Source: an optimization exercise on an open RTL-to-GDS flow (aim: small area and a short achievable clock period). Production flows keep margins and buffers that such runs may drop. The RTL was checked by simulation tests, not by an equivalence proof against the original design. Power and IR drop assume default switching activity.

==> run a <==
// mul_ci_pipe
module mul_ci_pipe #(
    parameter int WIDTH = 32,
    parameter int PIPE  = 3
) (
    input  logic             clock,
    input  logic             aclr,
    input  logic             clken,
    input  logic             start,
    input  logic [2:0]       n,
    input  logic [WIDTH-1:0] dataa,
    input  logic [WIDTH-1:0] datab,
    output logic [WIDTH-1:0] result,
    output logic             done,
    output logic             busy
);
clock: 10.0 ns
lec_check: 0
cap_margin: 20
core_margin: 2
core_utilization: 40
place_density: 0.6
slew_margin: 20
synth_hierarchical: 1
synth_minimum_keep_size: 0
run.sh (not shown) runs the stock make flow with config.mk's settings and CLKGATE_MAP_FILE= SYNTH_SCRIPT=/design/flow/synth_recipe.tcl, a recipe that flattens the netlist after the stock synthesis.
==> run b (differences from run a) <==
--- a/flow/design.v
+++ b/flow/design.v
@@ -49,25 +49,31 @@
             v2_q <= 1'b0;
             v3_q <= 1'b0;
         end else if (clken) begin
             v1_q <= start;
             v2_q <= v1_q;
             v3_q <= v2_q;
         end
     end
-    assign busy = v1_q | v2_q | v3_q;
-    logic sel_lo_q, sel_hi_q, sel_ah_q, is_mac_q, is_clr_q;
+    logic busy_q;
+    always_ff @(posedge clock) begin
+        if (aclr) busy_q <= 1'b0;
+        else if (clken) busy_q <= start | v1_q | v2_q;
+    end
+    assign busy = busy_q;
+    logic sel_lo_q, sel_hi_q, sel_ah_q, is_mac_q, is_clr_q, sel_pl_q;
     always_ff @(posedge clock) begin
         if (clken) begin
             sel_lo_q <= (op2_q == 3'd0) || (op2_q == 3'd4) || (op2_q == 3'd5);
             sel_hi_q <= (op2_q == 3'd1) || (op2_q == 3'd2) || (op2_q == 3'd3);
             sel_ah_q <= (op2_q == 3'd6);
             is_mac_q <= (op2_q == 3'd4);
             is_clr_q <= (op2_q == 3'd5);
+            sel_pl_q <= (op2_q == 3'd0) || (op2_q == 3'd5);
         end
     end
     logic w1;
     logic w2;
     logic w3;
     logic w4;
     logic w5;
     logic w6;
@@ -3295,44 +3301,48 @@
             ph1_57 <= s1_57_0;
             ph1_59 <= w1532;
             ph1_61 <= w1534;
             ph1_63 <= s1_63_1;
         end
     end
     logic [31:0] ph0, ph1, phi, hsum;
     logic [32:0] lsum;
-    logic [31:0] acc_lo_q;
-    logic [31:0] acc_hi_q, pend_q;
+    logic [31:0] acc_lo_q, acc_hi_q, pend_q;
     logic        pend_c_q;
     logic [31:0] result_q, result_d;
     logic        done_q;
     assign ph0  = {ph0_63, ph0_62, ph0_61, ph0_60, ph0_59, ph0_58, ph0_57, ph0_56, ph0_55, ph0_54, ph0_53, ph0_52, ph0_51, ph0_50, ph0_49, ph0_48, ph0_47, ph0_46, ph0_45, ph0_44, ph0_43, ph0_42, ph0_41, ph0_40, ph0_39, ph0_38, ph0_37, ph0_36, ph0_35, ph0_34, ph0_33, ph0_32};
     assign ph1  = {ph1_63, 1'b0, ph1_61, 1'b0, ph1_59, 1'b0, ph1_57, 1'b0, ph1_55, 1'b0, ph1_53, 1'b0, ph1_51, ph1_50, ph1_49, ph1_48, ph1_47, ph1_46, ph1_45, ph1_44, ph1_43, ph1_42, ph1_41, ph1_40, ph1_39, ph1_38, ph1_37, ph1_36, ph1_35, ph1_34, ph1_33, ph1_32};
     assign phi  = ph0 + ph1 + {31'd0, pcy_q};
-    assign lsum = {1'b0, acc_lo_q & {32{is_mac_q}}} + {1'b0, plo_q};
+    assign lsum = {1'b0, acc_lo_q} + {1'b0, plo_q};
     assign hsum = acc_hi_q + pend_q + {31'd0, pend_c_q};
-    assign result_d = ({32{sel_lo_q}} & lsum[31:0]) | ({32{sel_hi_q}} & phi) |
-                      ({32{sel_ah_q}} & hsum);
+    logic s_mac, s_pl, s_hi, s_ah;
+    assign s_mac = is_mac_q & ~aclr;
+    assign s_pl  = sel_pl_q & ~aclr;
+    assign s_hi  = sel_hi_q & ~aclr;
+    assign s_ah  = sel_ah_q & ~aclr;
+    assign result_d = ({32{s_mac}} & lsum[31:0]) | ({32{s_pl}} & plo_q) |
+                      ({32{s_hi}} & phi) | ({32{s_ah}} & hsum);
     logic upd_res, upd_acc;
     assign upd_res = aclr | (clken & v3_q);
     assign upd_acc = aclr | (clken & v3_q & (is_mac_q | is_clr_q));
     always_ff @(posedge clock) begin
         if (aclr) done_q <= 1'b0;
         else if (clken) done_q <= v3_q;
     end
     always_ff @(posedge clock) begin
-        if (upd_res) result_q <= result_d & {32{~aclr}};
+        if (upd_res) result_q <= result_d;
     end
     always_ff @(posedge clock) begin
         if (upd_acc) begin
-            acc_lo_q <= lsum[31:0] & {32{~aclr}};
-            acc_hi_q <= hsum & {32{is_mac_q & ~aclr}};
+            acc_lo_q <= (is_mac_q ? lsum[31:0] : plo_q) & {32{~aclr}};
+            acc_hi_q <= hsum & {32{s_mac}};
             pend_q   <= phi & {32{~aclr}};
-            pend_c_q <= lsum[32] & ~aclr;
+            pend_c_q <= lsum[32] & s_mac;
         end
     end
     assign done   = done_q;
     assign result = result_q;
 endmodule
 module csa_fa (
     input  logic a,
     input  logic b,
==> flow/flow/run.sh (new file) <==
#!/bin/bash
# The standard layout, with repair_timing aiming for more setup slack than the clock needs,
# so that the resizer works on the paths that set the achieved period, and clock tree
# synthesis without dummy balancing loads. Everything else (synthesis, constraints, clock
# period, floorplan, power grid) is the standard flow.
set -euo pipefail
bash standard.sh SETUP_SLACK_MARGIN=6.5 \
  "CTS_ARGS=-sink_clustering_enable -repair_clock_nets -sink_clustering_size 20 -sink_clustering_max_diameter 150 -dont_use_dummy_load" \
  finish > make_finish.log 2>&1
==> flow/standard.sh (new file) <==
#!/bin/bash
# synth_recipe.tcl (not shown) runs the flow's synth.tcl, then flattens the netlist and writes it again
# the make line also repeats each setting of config.mk as NAME=value (left out here)
make -C /OpenROAD-flow-scripts/flow DESIGN_CONFIG=/design/flow/config.mk WORK_HOME=/design/flow/orfs CLKGATE_MAP_FILE= SYNTH_SCRIPT=/design/flow/synth_recipe.tcl "${@:-finish}"
==> flow/config.mk (replaced) <==
export PLATFORM = sky130hd
export DESIGN_NAME = mul_ci_pipe
export DESIGN_NICKNAME = mul_ci_pipe
export VERILOG_FILES = /design/flow/design.v
export SDC_FILE = /design/flow/constraint.sdc
export NUM_CORES = 4
export LEC_CHECK = 0
export CAP_MARGIN = 20
export CORE_MARGIN = 2
export CORE_UTILIZATION = 55
export CTS_CLUSTER_DIAMETER = 150
export CTS_CLUSTER_SIZE = 20
export PLACE_DENSITY = 0.7
export SLEW_MARGIN = 20
export SYNTH_HIERARCHICAL = 1
export SYNTH_MINIMUM_KEEP_SIZE = 0
removed: flow/run.sh
==> summary of the runs <==
Hold slack is about the same in run a and run b. Against run a, the die area of run b is lower by 27%. Of run b and run a, run b has the higher via count (gap about 2.3%, measured against run a). Of run a and run b, run b has the higher global-route usage (gap 7.4 points). Of run a and run b, run b has the higher critical path depth (gap 5).

========
==> cedar: inputs <==
mul_ci_pipe, a different RTL version from the one above (not shown whole).
## mul_ci_pipe
module mul_ci_pipe #(
    parameter int WIDTH = 32,
    parameter int PIPE  = 3
) (
    input  logic             clock,
    input  logic             aclr,
    input  logic             clken,
    input  logic             start,
    input  logic [2:0]       n,
    input  logic [WIDTH-1:0] dataa,
    input  logic [WIDTH-1:0] datab,
    output logic [WIDTH-1:0] result,
    output logic             done,
    output logic             busy
);
==> flow/config.mk <==
export PLATFORM = sky130hd
export DESIGN_NAME = mul_ci_pipe
export DESIGN_NICKNAME = mul_ci_pipe
export VERILOG_FILES = /design/flow/design.v
export SDC_FILE = /design/flow/constraint.sdc
export NUM_CORES = 4
export LEC_CHECK = 0
export CAP_MARGIN = 20
export CORE_MARGIN = 2
export CORE_UTILIZATION = 40
export PLACE_DENSITY = 0.6
export SLEW_MARGIN = 20
export SYNTH_HIERARCHICAL = 1
export SYNTH_MINIMUM_KEEP_SIZE = 0
==> flow/constraint.sdc <==
create_clock -name core_clock -period 10.0 [get_ports {clock}]
set_input_delay 2.0000 -clock core_clock [delete_from_list [all_inputs] [get_ports {clock}]]
set_output_delay 2.0000 -clock core_clock [all_outputs]
set_load 0.01 [all_outputs]
standard.sh (not shown) runs the stock make flow with config.mk's settings and CLKGATE_MAP_FILE= SYNTH_SCRIPT=/design/flow/synth_recipe.tcl, a recipe that flattens the netlist after the stock synthesis.
==> flow/flow/run.sh <==
#!/bin/bash
# The standard layout, with repair_timing aiming for more setup slack than the clock needs,
# so that the resizer works on the paths that set the achieved period. Everything else
# (synthesis, constraints, clock period, floorplan, power grid) is the standard flow.
set -euo pipefail
bash standard.sh SETUP_SLACK_MARGIN=6.5 finish > make_finish.log 2>&1
==> quartz: changes against cedar <==
--- a/flow/design.v
+++ b/flow/design.v
@@ -52,16 +52,11 @@
             v1_q <= start;
             v2_q <= v1_q;
             v3_q <= v2_q;
         end
     end
-    logic busy_q;
-    always_ff @(posedge clock) begin
-        if (aclr) busy_q <= 1'b0;
-        else if (clken) busy_q <= start | v1_q | v2_q;
-    end
-    assign busy = busy_q;
+    assign busy = v1_q | v2_q | v3_q;
     logic sel_lo_q, sel_hi_q, sel_ah_q, is_mac_q, is_clr_q;
     always_ff @(posedge clock) begin
         if (clken) begin
             sel_lo_q <= (op2_q == 3'd0) || (op2_q == 3'd4) || (op2_q == 3'd5);
             sel_hi_q <= (op2_q == 3'd1) || (op2_q == 3'd2) || (op2_q == 3'd3);
==> flow/run.sh (new file) <==
#!/bin/bash
# synth_recipe.tcl (not shown) runs the flow's synth.tcl, then flattens the netlist and writes it again
# the make line also repeats each setting of config.mk as NAME=value (left out here)
make -C /OpenROAD-flow-scripts/flow DESIGN_CONFIG=/design/flow/config.mk WORK_HOME=/design/flow/orfs CLKGATE_MAP_FILE= SYNTH_SCRIPT=/design/flow/synth_recipe.tcl finish
Settings changed: CORE_UTILIZATION 40 to 55, CTS_CLUSTER_SIZE set to 30, PLACE_DENSITY 0.6 to 0.7.
removed: flow/flow/run.sh
removed: flow/standard.sh
==> nickel: changes against cedar <==
--- a/flow/design.v
+++ b/flow/design.v
@@ -58,18 +58,19 @@
     always_ff @(posedge clock) begin
         if (aclr) busy_q <= 1'b0;
         else if (clken) busy_q <= start | v1_q | v2_q;
     end
     assign busy = busy_q;
-    logic sel_lo_q, sel_hi_q, sel_ah_q, is_mac_q, is_clr_q;
+    logic sel_lo_q, sel_hi_q, sel_ah_q, is_mac_q, is_clr_q, sel_pl_q;
     always_ff @(posedge clock) begin
         if (clken) begin
             sel_lo_q <= (op2_q == 3'd0) || (op2_q == 3'd4) || (op2_q == 3'd5);
             sel_hi_q <= (op2_q == 3'd1) || (op2_q == 3'd2) || (op2_q == 3'd3);
             sel_ah_q <= (op2_q == 3'd6);
             is_mac_q <= (op2_q == 3'd4);
             is_clr_q <= (op2_q == 3'd5);
+            sel_pl_q <= (op2_q == 3'd0) || (op2_q == 3'd5);
         end
     end
     logic w1;
     logic w2;
     logic w3;
@@ -3303,38 +3304,42 @@
             ph1_63 <= s1_63_1;
         end
     end
     logic [31:0] ph0, ph1, phi, hsum;
     logic [32:0] lsum;
-    logic [31:0] acc_lo_q;
-    logic [31:0] acc_hi_q, pend_q;
+    logic [31:0] acc_lo_q, acc_hi_q, pend_q;
     logic        pend_c_q;
     logic [31:0] result_q, result_d;
     logic        done_q;
     assign ph0  = {ph0_63, ph0_62, ph0_61, ph0_60, ph0_59, ph0_58, ph0_57, ph0_56, ph0_55, ph0_54, ph0_53, ph0_52, ph0_51, ph0_50, ph0_49, ph0_48, ph0_47, ph0_46, ph0_45, ph0_44, ph0_43, ph0_42, ph0_41, ph0_40, ph0_39, ph0_38, ph0_37, ph0_36, ph0_35, ph0_34, ph0_33, ph0_32};
     assign ph1  = {ph1_63, 1'b0, ph1_61, 1'b0, ph1_59, 1'b0, ph1_57, 1'b0, ph1_55, 1'b0, ph1_53, 1'b0, ph1_51, ph1_50, ph1_49, ph1_48, ph1_47, ph1_46, ph1_45, ph1_44, ph1_43, ph1_42, ph1_41, ph1_40, ph1_39, ph1_38, ph1_37, ph1_36, ph1_35, ph1_34, ph1_33, ph1_32};
     assign phi  = ph0 + ph1 + {31'd0, pcy_q};
-    assign lsum = {1'b0, acc_lo_q & {32{is_mac_q}}} + {1'b0, plo_q};
+    assign lsum = {1'b0, acc_lo_q} + {1'b0, plo_q};
     assign hsum = acc_hi_q + pend_q + {31'd0, pend_c_q};
-    assign result_d = ({32{sel_lo_q}} & lsum[31:0]) | ({32{sel_hi_q}} & phi) |
-                      ({32{sel_ah_q}} & hsum);
+    logic s_mac, s_pl, s_hi, s_ah;
+    assign s_mac = is_mac_q & ~aclr;
+    assign s_pl  = sel_pl_q & ~aclr;
+    assign s_hi  = sel_hi_q & ~aclr;
+    assign s_ah  = sel_ah_q & ~aclr;
+    assign result_d = ({32{s_mac}} & lsum[31:0]) | ({32{s_pl}} & plo_q) |
+                      ({32{s_hi}} & phi) | ({32{s_ah}} & hsum);
     logic upd_res, upd_acc;
     assign upd_res = aclr | (clken & v3_q);
     assign upd_acc = aclr | (clken & v3_q & (is_mac_q | is_clr_q));
     always_ff @(posedge clock) begin
         if (aclr) done_q <= 1'b0;
         else if (clken) done_q <= v3_q;
     end
     always_ff @(posedge clock) begin
-        if (upd_res) result_q <= result_d & {32{~aclr}};
+        if (upd_res) result_q <= result_d;
     end
     always_ff @(posedge clock) begin
         if (upd_acc) begin
-            acc_lo_q <= lsum[31:0] & {32{~aclr}};
-            acc_hi_q <= hsum & {32{is_mac_q & ~aclr}};
+            acc_lo_q <= (is_mac_q ? lsum[31:0] : plo_q) & {32{~aclr}};
+            acc_hi_q <= hsum & {32{s_mac}};
             pend_q   <= phi & {32{~aclr}};
-            pend_c_q <= lsum[32] & ~aclr;
+            pend_c_q <= lsum[32] & s_mac;
         end
     end
     assign done   = done_q;
     assign result = result_q;
 endmodule
==> flow/flow/run.sh (replaced) <==
#!/bin/bash
# The standard layout, with repair_timing aiming for more setup slack than the clock needs,
# so that the resizer works on the paths that set the achieved period, and clock tree
# synthesis without dummy balancing loads. Everything else (synthesis, constraints, clock
# period, floorplan, power grid) is the standard flow.
set -euo pipefail
bash standard.sh SETUP_SLACK_MARGIN=6.5 \
  "CTS_ARGS=-sink_clustering_enable -repair_clock_nets -sink_clustering_size 20 -sink_clustering_max_diameter 150 -dont_use_dummy_load" \
  finish > make_finish.log 2>&1
Settings changed: CTS_CLUSTER_DIAMETER set to 150, CTS_CLUSTER_SIZE set to 20.
==> comparison table <==
| metric | nickel | cedar | quartz |
|---|---|---|---|
| Result of the run | no timing/DRC/antenna violations | no timing/DRC/antenna violations | no timing/DRC/antenna violations |
| Mean routed wirelength per cell | 26.9 um | 27.0 um | 28.4 um |
| Cell depth of the worst flop-to-flop path | 11 | 14 | 14 |
| Clock-net power | 1.17 mW | 2.16 mW | 2.03 mW |
| Length of routed wiring on met1 | 55100 um | 56300 um | 47600 um |
| Switching Fraction | 0.461 | 0.444 | 0.440 |
| Compound-Gate Fraction of Synth Area | 0.155 | 0.156 | 0.154 |
| Origin of the worst min-delay path | s1_59_0 | op1_q[0] | s1_57_0 |
| Number of antenna violations at the first check in global routing | 2 | 1 | 2 |
| Worst Hold Path EP | ph0_59 | op2_q[0] | ph1_57 |
| CP Capture Point | plo_q[30] | result_q[31] | pend_q[30] |
| Worst endpoint data arrival time | 3910 ps | 4010 ps | 4730 ps |
| Wire length of the first global-routing pass | 198000 um | 202000 um | 197000 um |
| FF-to-FF setup slack | 6520 ps | 6490 ps | 6180 ps |
| Inverter count | 29 | 33 | 38 |
| Internal Power | 9.44 mW | 10.2 mW | 9.81 mW |
| Met3 routed wirelength | 13600 um | 14300 um | 17800 um |
| Count of different cell masters after synthesis | 69 | 79 | 84 |

separate check: timing with driven ports:
Ports are ideal in the flow. The routed layouts listed here were re-timed in OpenROAD.
Step 1: set_driving_cell puts a clkbuf_16 on clock and a buf_2 on each other input, an assumption about the parent block.
Step 2 adds t to the input delays and takes it off the output delays; t is the mean of the earliest and latest rising clock arrival at the registers after step 1. Input paths then give back, and output paths get back, about the clock's delay inside the block.
Slacks: ideal ports / drivers / drivers and shift; pairs: ideal ports / drivers.
run	t, ns	setup WS [ns]	worst setup path after step 2
run a	0.728	6.119 / 6.052 / 5.532	input to register
run b	0.665	6.506 / 6.506 / 5.954	input to register
cedar	0.730	6.491 / 6.481 / 6.000	input to register
quartz	0.685	5.541 / 5.573 / 4.887	input to register
nickel	0.699	6.520 / 6.478 / 5.883	input to register
After both steps every run listed still meets setup and hold. For quartz, which loses most, drivers alone change the setup slack by +0.032 ns; drivers and shift together by -0.654 ns.
